This design comes from an exercise in tuning for small area on the open sky130 flow, not from production work. Only simulation tests tie the RTL to the original design; equivalence was not proved.

==> job 1939 <==
==> flow/design.v <==
module ccu_muldiv_seq (
    input  logic        clk,
    input  logic        rst,
    input  logic        start,
    input  logic [7:0]  alu_mode,
    input  logic [31:0] src1,
    input  logic [31:0] src2,
    input  logic        flush,
    output logic        stall,
    output logic        done,
    output logic [31:0] result,
    output logic        ccu_ans_mux_sel,
    output logic [1:0]  state_dbg
);
    logic [1:0]  st;
    logic [5:0]  cnt;
    logic [2:0]  op;
    logic [32:0] a;      
    logic [31:0] b;      
    logic [31:0] d;      
    logic        negn;   
    logic        c;      
    wire idle   = (st == 2'd0);
    wire busy   = st[0] ^ st[1];
    wire is_md  = (alu_mode[7:4] == 4'h4);
    wire accept = idle & start & is_md & ~flush;
    wire post   = cnt[5];
    wire last   = &cnt[4:0];
    wire divm   = st[1] & ~post;
    wire mstep  = ~st[1] & ~post;
    wire is_div = op[2] & ~op[1];
    wire is_rem = op[2] & op[1];
    wire msign  = ~op[2] & ~op[1] & op[0];           
    wire sgn_d  = op[2] ? ~op[0] : msign;
    wire negd   = sgn_d & d[31];
    wire        gate = divm | (mstep & b[0]);
    wire        sub  = divm ? ~negd : (mstep & last & b[0] & ~op[2] & (op[1] ^ op[0]));
    wire [32:0] y    = ({33{gate}} & {negd, d}) ^ {33{sub}};
    wire [32:0] s    = a + y + {32'd0, sub};
    wire        ge   = ~s[32];
    wire        e_n  = (&s) | (c & a[0]);
    wire q1     = b[30];                             
    wire negn_e = negn & ~(is_div & q1);             
    wire inv_e  = is_div ? (negn_e ^ negd) : negn_e;
    wire c0     = is_rem ? (negn & e_n) : (inv_e ^ (negn_e & e_n));
    wire inv    = op[2] & (is_div ? (negn ^ negd) : negn);
    wire sin    = op[2] ? (op[1] ? a[1] : b[0]) : ((op[1] | op[0]) ? a[0] : b[0]);
    wire t      = sin ^ inv;
    wire o      = is_rem ? (t & ~c) : (t ^ c);
    always_ff @(posedge clk or posedge rst) begin
        if (rst) begin
            st <= 2'd0;
        end else begin
            case (st)
                2'd0: if (accept) st <= alu_mode[2] ? 2'd2 : 2'd1;
                2'd3: st <= 2'd0;
                default: begin
                    if (flush) st <= 2'd0;
                    else if (&cnt) st <= 2'd3;
                end
            endcase
        end
    end
    always_ff @(posedge clk) begin
        if (idle) begin
            cnt  <= '0;
            op   <= alu_mode[2:0];
            d    <= src2;
            b    <= src1;
            a    <= {32'd0, src1[31] & alu_mode[2] & alu_mode[0]};
            negn <= alu_mode[2] & ~alu_mode[0] & src1[31];
            c    <= 1'b0;
        end else begin
            cnt <= cnt + 6'd1;
            if (divm) begin
                a <= {ge ? s[31:0] : a[31:0], b[30] ^ negn};
                b <= {b[30:0], ge};
                if (last) begin
                    c    <= c0;
                    negn <= negn_e;
                end else begin
                    c <= e_n;
                end
            end else begin
                a <= {msign & s[32], s[32:1]};
                if (post) begin
                    b <= {o, b[31:1]};
                    if (is_div) c <= c & t;
                end else begin
                    b <= {s[0], b[31:1]};
                end
            end
        end
    end
    assign stall           = accept | busy;
    assign done            = (st == 2'd3);
    assign ccu_ans_mux_sel = done;
    assign state_dbg       = st;
    assign result          = b;
endmodule
==> flow/run.sh <==
#!/bin/bash
# synth_recipe.tcl (not shown) runs the flow's synth.tcl, then flattens the netlist and writes it again
# the make line also repeats each setting of config.mk as NAME=value (left out here)
make -C /OpenROAD-flow-scripts/flow DESIGN_CONFIG=/design/flow/config.mk WORK_HOME=/design/flow/orfs CLKGATE_MAP_FILE= SYNTH_SCRIPT=/design/flow/synth_recipe.tcl finish
==> flow/config.mk <==
export PLATFORM = sky130hd
export DESIGN_NAME = ccu_muldiv_seq
export DESIGN_NICKNAME = ccu_muldiv_seq
export VERILOG_FILES = /design/flow/design.v
export SDC_FILE = /design/flow/constraint.sdc
export NUM_CORES = 4
export LEC_CHECK = 0
export CAP_MARGIN = 20
export CORE_MARGIN = 2
export CORE_UTILIZATION = 40
export SLEW_MARGIN = 20
==> flow/constraint.sdc <==
create_clock -name core_clock -period 10.5 [get_ports {clk}]
set_input_delay 2.1000 -clock core_clock [delete_from_list [all_inputs] [get_ports {clk}]]
set_output_delay 2.1000 -clock core_clock [all_outputs]
set_load 0.01 [all_outputs]
==> job 493 (differences from job 1939) <==
==> flow/design.v (replaced) <==
module ccu_muldiv_seq (
    input  logic        clk,
    input  logic        rst,
    input  logic        start,
    input  logic [7:0]  alu_mode,
    input  logic [31:0] src1,
    input  logic [31:0] src2,
    input  logic        flush,
    output logic        stall,
    output logic        done,
    output logic [31:0] result,
    output logic        ccu_ans_mux_sel,
    output logic [1:0]  state_dbg
);
    logic [1:0]  st;
    logic [5:0]  cnt;
    logic [2:0]  op;
    logic [33:0] a;      
    logic [31:0] b;      
    logic [31:0] d;      
    logic        negn;   
    logic        c;      
    wire idle   = (st == 2'd0);
    wire busy   = st[0] ^ st[1];
    wire is_md  = (alu_mode[7:4] == 4'h4);
    wire accept = idle & start & is_md & ~flush;
    wire step   = ~cnt[5];
    wire last   = &cnt[4:0];
    wire dv     = (st == 2'd2) & step;               
    wire mstep  = (st == 2'd1) & step;               
    wire is_div = op[2] & ~op[1];
    wire is_rem = op[2] & op[1];
    wire msign  = ~op[2] & ~op[1] & op[0];           
    wire mhigh  = ~op[2] & (op[1] | op[0]);          
    wire sgn_d  = op[2] ? ~op[0] : msign;
    wire negd   = sgn_d & d[31];
    wire align  = is_rem & cnt[5] & (cnt[4:0] == 5'd0);
    wire corr   = is_rem & cnt[5] & (cnt[4:0] == 5'd1);
    wire fix    = cnt[5] & ~align;                   
    wire term   = cnt[5] & (&cnt[4:1]) & (cnt[0] | ~is_rem);
    wire        gate = dv | (mstep & b[0]) | (corr & a[32]);
    wire        sub  = dv ? (~a[33] ^ negd)
                          : ((mstep & last & b[0] & (op[1] ^ op[0]) & ~op[2]) | (corr & negd));
    wire [32:0] y    = ({33{gate}} & {sgn_d & d[31], d}) ^ {33{sub}};
    logic [32:0] s;
    mds_add33 u_add (.x(a[32:0]), .y(y), .ci(sub), .s(s));
    wire        e_n  = (&s) | (c & a[0]);
    wire q1     = b[30];                             
    wire negn_e = negn & ~(is_div & q1);             
    wire inv_e  = is_div ? (negn_e ^ negd) : negn_e;
    wire c0     = is_rem ? (negn & e_n) : (inv_e ^ (negn_e & e_n));
    wire inv    = op[2] & (is_div ? (negn ^ negd) : negn);
    wire sin    = (is_rem | mhigh) ? s[0] : b[0];
    wire t      = sin ^ inv;
    wire o      = is_rem ? (t & ~c) : (t ^ c);
    always_ff @(posedge clk or posedge rst) begin
        if (rst) begin
            st <= 2'd0;
        end else begin
            case (st)
                2'd0: if (accept) st <= alu_mode[2] ? 2'd2 : 2'd1;
                2'd3: st <= 2'd0;
                default: begin
                    if (flush) st <= 2'd0;
                    else if (term) st <= 2'd3;
                end
            endcase
        end
    end
    wire        ml   = busy & ~dv;                   
    wire        a32  = align ? a[33] : (msign & s[32]);
    wire [33:0] a_dv = {s[32], s[32:0], b[30] ^ negn};
    wire [33:0] a_ml = {s[32], a32, s[32:1]};
    wire [33:0] a_in = {33'd0, src1[31] & alu_mode[2] & alu_mode[0]};
    wire [33:0] a_n  = ({34{dv}} & a_dv) | ({34{ml}} & a_ml) | ({34{idle}} & a_in);
    wire [31:0] b_dv = {b[30:0], ~s[32]};
    wire [31:0] b_ml = {fix ? o : s[0], b[31:1]};
    wire [31:0] b_n  = ({32{idle}} & src1) | ({32{dv}} & b_dv) | ({32{ml}} & b_ml);
    always_ff @(posedge clk) begin
        a <= a_n;
        b <= b_n;
        if (idle) begin
            cnt  <= '0;
            op   <= alu_mode[2:0];
            d    <= src2;
            negn <= alu_mode[2] & ~alu_mode[0] & src1[31];
            c    <= 1'b0;
        end else begin
            cnt <= cnt + 6'd1;
            if (dv) begin
                if (last) begin
                    c    <= c0;
                    negn <= negn_e;
                end else begin
                    c <= e_n;
                end
            end else if (fix & is_div) begin
                c <= c & t;
            end
        end
    end
    assign stall           = accept | busy;
    assign done            = (st == 2'd3);
    assign ccu_ans_mux_sel = done;
    assign state_dbg       = st;
    assign result          = {o, b[31:1]};
endmodule
module mds_add33 (
    input  logic [32:0] x,
    input  logic [32:0] y,
    input  logic        ci,
    output logic [32:0] s
);
    logic g0, p0, g1, p1, c11, c22;
    mds_gp #(.W(11)) u_gp0 (.x(x[10:0]),  .y(y[10:0]),  .g(g0), .p(p0));
    mds_gp #(.W(11)) u_gp1 (.x(x[21:11]), .y(y[21:11]), .g(g1), .p(p1));
    assign c11 = g0 | (p0 & ci);
    assign c22 = g1 | (p1 & c11);
    mds_rca #(.W(11)) u_r0 (.x(x[10:0]),  .y(y[10:0]),  .ci(ci),  .s(s[10:0]));
    mds_rca #(.W(11)) u_r1 (.x(x[21:11]), .y(y[21:11]), .ci(c11), .s(s[21:11]));
    mds_rca #(.W(11)) u_r2 (.x(x[32:22]), .y(y[32:22]), .ci(c22), .s(s[32:22]));
endmodule
module mds_gp #(
    parameter int W = 11
) (
    input  logic [W-1:0] x,
    input  logic [W-1:0] y,
    output logic         g,
    output logic         p
);
    always_comb begin
        g = 1'b0;
        for (int i = 0; i < W; i++) g = (x[i] & y[i]) | ((x[i] | y[i]) & g);
    end
    assign p = &(x | y);
endmodule
module mds_rca #(
    parameter int W = 11
) (
    input  logic [W-1:0] x,
    input  logic [W-1:0] y,
    input  logic         ci,
    output logic [W-1:0] s
);
    logic [W:0] c;
    always_comb begin
        c[0] = ci;
        for (int i = 0; i < W; i++) begin
            s[i]   = x[i] ^ y[i] ^ c[i];
            c[i+1] = (x[i] & y[i]) | (c[i] & (x[i] ^ y[i]));
        end
    end
endmodule
==> flow/flow/run.sh (new file) <==
#!/bin/bash
# The standard layout with two changes, passed to ORFS through its own
# variables: single-drive buffers on the ports, and a clock tree of
# clkbuf_8 cells without dummy balancing loads, and
# power recovery (downsizing gates off the critical paths) after global route. Make's full output (every
# ORFS step also keeps its own log under orfs/logs) goes to flow_make.log.
set -euo pipefail
export BUFFER_PORTS_ARGS="-buffer_cell sky130_fd_sc_hd__buf_1"
export RECOVER_POWER=100
export CTS_ARGS="-sink_clustering_enable -repair_clock_nets -buf_list sky130_fd_sc_hd__clkbuf_8 -dont_use_dummy_load"
bash standard.sh > flow_make.log 2>&1
==> flow/standard.sh (new file) <==
#!/bin/bash
# synth_recipe.tcl (not shown) runs the flow's synth.tcl, then flattens the netlist and writes it again
# the make line also repeats each setting of config.mk as NAME=value (left out here)
make -C /OpenROAD-flow-scripts/flow DESIGN_CONFIG=/design/flow/config.mk WORK_HOME=/design/flow/orfs CLKGATE_MAP_FILE= SYNTH_SCRIPT=/design/flow/synth_recipe.tcl "${@:-finish}"
--- a/flow/config.mk
+++ b/flow/config.mk
@@ -5,7 +5,10 @@
 export SDC_FILE = /design/flow/constraint.sdc
 export NUM_CORES = 4
 export LEC_CHECK = 0
-export CAP_MARGIN = 20
+export CAP_MARGIN = 0
 export CORE_MARGIN = 2
 export CORE_UTILIZATION = 40
-export SLEW_MARGIN = 20
+export CTS_BUF_LIST = sky130_fd_sc_hd__clkbuf_8
+export SLEW_MARGIN = 0
+export SYNTH_HIERARCHICAL = 1
+export SYNTH_MINIMUM_KEEP_SIZE = 0
removed: flow/run.sh
==> job 8589 (differences from job 1939) <==
==> flow/design.v (replaced) <==
module ccu_muldiv_seq (
    input  logic        clk,
    input  logic        rst,
    input  logic        start,
    input  logic [7:0]  alu_mode,
    input  logic [31:0] src1,
    input  logic [31:0] src2,
    input  logic        flush,
    output logic        stall,
    output logic        done,
    output logic [31:0] result,
    output logic        ccu_ans_mux_sel,
    output logic [1:0]  state_dbg
);
    logic [1:0]  st;
    logic [5:0]  cnt;
    logic [2:0]  op;
    logic [33:0] a;      
    logic [31:0] b;      
    logic [31:0] d;      
    logic        negn;   
    logic        c;      
    wire idle   = (st == 2'd0);
    wire busy   = st[0] ^ st[1];
    wire is_md  = (alu_mode[7:4] == 4'h4);
    wire accept = idle & start & is_md & ~flush;
    wire step   = ~cnt[5];
    wire last   = &cnt[4:0];
    wire dv     = (st == 2'd2) & step;               
    wire mstep  = (st == 2'd1) & step;               
    wire is_div = op[2] & ~op[1];
    wire is_rem = op[2] & op[1];
    wire msign  = ~op[2] & ~op[1] & op[0];           
    wire mhigh  = ~op[2] & (op[1] | op[0]);          
    wire sgn_d  = op[2] ? ~op[0] : msign;
    wire negd   = sgn_d & d[31];
    wire align  = is_rem & cnt[5] & (cnt[4:0] == 5'd0);
    wire corr   = is_rem & cnt[5] & (cnt[4:0] == 5'd1);
    wire fix    = cnt[5] & ~align;                   
    wire term   = cnt[5] & (&cnt[4:1]) & (cnt[0] | ~is_rem);
    wire        gate = dv | (mstep & b[0]) | (corr & a[32]);
    wire        sub  = dv ? (~a[33] ^ negd)
                          : ((mstep & last & b[0] & (op[1] ^ op[0]) & ~op[2]) | (corr & negd));
    wire [32:0] y    = ({33{gate}} & {sgn_d & d[31], d}) ^ {33{sub}};
    logic [32:0] s;
    mds_add33 u_add (.x(a[32:0]), .y(y), .ci(sub), .s(s));
    wire        e_n  = (&s) | (c & a[0]);
    wire q1     = b[30];                             
    wire negn_e = negn & ~(is_div & q1);             
    wire inv_e  = is_div ? (negn_e ^ negd) : negn_e;
    wire c0     = is_rem ? (negn & e_n) : (inv_e ^ (negn_e & e_n));
    wire inv    = op[2] & (is_div ? (negn ^ negd) : negn);
    wire sin    = (is_rem | mhigh) ? s[0] : b[0];
    wire t      = sin ^ inv;
    wire o      = is_rem ? (t & ~c) : (t ^ c);
    always_ff @(posedge clk or posedge rst) begin
        if (rst) begin
            st <= 2'd0;
        end else begin
            case (st)
                2'd0: if (accept) st <= alu_mode[2] ? 2'd2 : 2'd1;
                2'd3: st <= 2'd0;
                default: begin
                    if (flush) st <= 2'd0;
                    else if (term) st <= 2'd3;
                end
            endcase
        end
    end
    wire        ml   = busy & ~dv;                   
    wire        a32  = align ? a[33] : (msign & s[32]);
    wire [33:0] a_dv = {s[32], s[32:0], b[30] ^ negn};
    wire [33:0] a_ml = {s[32], a32, s[32:1]};
    wire [33:0] a_in = {33'd0, src1[31] & alu_mode[2] & alu_mode[0]};
    wire [33:0] a_n  = ({34{dv}} & a_dv) | ({34{ml}} & a_ml) | ({34{idle}} & a_in);
    wire [31:0] b_dv = {b[30:0], ~s[32]};
    wire [31:0] b_ml = {fix ? o : s[0], b[31:1]};
    wire [31:0] b_n  = ({32{idle}} & src1) | ({32{dv}} & b_dv) | ({32{ml}} & b_ml);
    always_ff @(posedge clk) begin
        a <= a_n;
        b <= b_n;
        if (idle) begin
            cnt  <= '0;
            op   <= alu_mode[2:0];
            d    <= src2;
            negn <= alu_mode[2] & ~alu_mode[0] & src1[31];
            c    <= 1'b0;
        end else begin
            cnt <= cnt + 6'd1;
            if (dv) begin
                if (last) begin
                    c    <= c0;
                    negn <= negn_e;
                end else begin
                    c <= e_n;
                end
            end else if (fix & is_div) begin
                c <= c & t;
            end
        end
    end
    assign stall           = accept | busy;
    assign done            = (st == 2'd3);
    assign ccu_ans_mux_sel = done;
    assign state_dbg       = st;
    assign result          = {o, b[31:1]};
endmodule
module mds_add33 (
    input  logic [32:0] x,
    input  logic [32:0] y,
    input  logic        ci,
    output logic [32:0] s
);
    logic g0, p0, g1, p1, c11, c22;
    mds_gp #(.W(11)) u_gp0 (.x(x[10:0]),  .y(y[10:0]),  .g(g0), .p(p0));
    mds_gp #(.W(11)) u_gp1 (.x(x[21:11]), .y(y[21:11]), .g(g1), .p(p1));
    assign c11 = g0 | (p0 & ci);
    assign c22 = g1 | (p1 & c11);
    mds_rca #(.W(11)) u_r0 (.x(x[10:0]),  .y(y[10:0]),  .ci(ci),  .s(s[10:0]));
    mds_rca #(.W(11)) u_r1 (.x(x[21:11]), .y(y[21:11]), .ci(c11), .s(s[21:11]));
    mds_rca #(.W(11)) u_r2 (.x(x[32:22]), .y(y[32:22]), .ci(c22), .s(s[32:22]));
endmodule
module mds_gp #(
    parameter int W = 11
) (
    input  logic [W-1:0] x,
    input  logic [W-1:0] y,
    output logic         g,
    output logic         p
);
    always_comb begin
        g = 1'b0;
        for (int i = 0; i < W; i++) g = (x[i] & y[i]) | ((x[i] | y[i]) & g);
    end
    assign p = &(x | y);
endmodule
module mds_rca #(
    parameter int W = 11
) (
    input  logic [W-1:0] x,
    input  logic [W-1:0] y,
    input  logic         ci,
    output logic [W-1:0] s
);
    logic [W:0] c;
    always_comb begin
        c[0] = ci;
        for (int i = 0; i < W; i++) begin
            s[i]   = x[i] ^ y[i] ^ c[i];
            c[i+1] = (x[i] & y[i]) | (c[i] & (x[i] ^ y[i]));
        end
    end
endmodule
==> flow/flow/run.sh (new file) <==
#!/bin/bash
set -euo pipefail
export BUFFER_PORTS_ARGS="-buffer_cell sky130_fd_sc_hd__buf_1"
bash standard.sh > flow_make.log 2>&1
==> flow/standard.sh (new file) <==
#!/bin/bash
# synth_recipe.tcl (not shown) runs the flow's synth.tcl, then flattens the netlist and writes it again
# the make line also repeats each setting of config.mk as NAME=value (left out here)
make -C /OpenROAD-flow-scripts/flow DESIGN_CONFIG=/design/flow/config.mk WORK_HOME=/design/flow/orfs CLKGATE_MAP_FILE= SYNTH_SCRIPT=/design/flow/synth_recipe.tcl "${@:-finish}"
--- a/flow/config.mk
+++ b/flow/config.mk
@@ -9,3 +9,5 @@
 export CORE_MARGIN = 2
 export CORE_UTILIZATION = 40
 export SLEW_MARGIN = 20
+export SYNTH_HIERARCHICAL = 1
+export SYNTH_MINIMUM_KEEP_SIZE = 0
removed: flow/run.sh
==> comparison table <==
	job 493	job 1939	job 8589
Global Route Usage Sum	0.160	0.191	0.164
Cells after DPL	799	1115	799
Number of global-route vias before repair	4237	6108	4326
Met1 track demand over resource	0.206	0.245	0.213
DP HPWL	8.93 mm	13.2 mm	8.98 mm
Synthesized-area fraction occupied by ao, oa, aoi and oai cells	0.167	0.186	0.167
Pin slew with the least headroom to its limit	3.77 ns	0.949 ns	0.884 ns
Register area	2590 um2	2570 um2	2590 um2
Capturing element type of the critical path	register	primary output	register
Start of the worst register-to-register path	cnt[5]	cnt[0]	cnt[5]
Max-slew violation total from the final report	82	0	0
Syn nets	675	936	675
Area growth syn-to-layout	6.08%	21.5%	9.44%
Run status	failed layout checks	no timing/DRC/antenna violations	no timing/DRC/antenna violations
Reasons for failing layout checks	capacitance limit, slew limit	-	-
Count leader, synth	dfxtp_1	nand2_1	dfxtp_1
Fmax	109 MHz	174 MHz	114 MHz
Nets@finish	739	1015	739
Initial core utilization	0.404	0.405	0.404
DRC marker count from the first detailed-route iteration	328	296	343
Post-synthesis xor/xnor area fraction	0.0695	0.0865	0.0695
Util after Layout	0.428	0.491	0.442
Worst Slack Setup Final	1.35 ns	4.76 ns	1.69 ns
Share of cell area taken by multi-input logic gates	0.438	0.500	0.427
Non-clk invs	60	18	60
Detail-routed via count per cell	5.38	5.35	5.34

[port drivers added, routing unchanged]
The results above use ideal ports. As a check the final layouts listed here were re-extracted and re-timed, cells and wires unchanged.
Step 1 (the two cells are an assumption about what drives the block):
set clk [get_ports {clk}]
set_driving_cell -lib_cell sky130_fd_sc_hd__clkbuf_16 $clk
set_driving_cell -lib_cell sky130_fd_sc_hd__buf_2 [delete_from_list [all_inputs] $clk]
Step 2 times the ports against the registers' clock, not the clock port: input delays grow and output delays shrink by t, the midpoint of the rising clock arrivals with the driver on.
a / b / c = ideal / step 1 / step 2; a / b = the first two.
run | shift t [ns] | setup slack, ns | latest minus earliest clock arrival (ns)
job 1939 | 0.405 | 4.762 / 4.741 / 4.741 | 0.014 / 0.015
job 493 | 0.421 | 1.352 / 1.352 / 1.352 | 0.037 / 0.038
job 8589 | 0.401 | 1.690 / 1.690 / 1.690 | 0.013 / 0.013
For job 1939, which loses most, drivers alone change the setup slack by -0.021 ns; drivers and shift together by -0.021 ns.
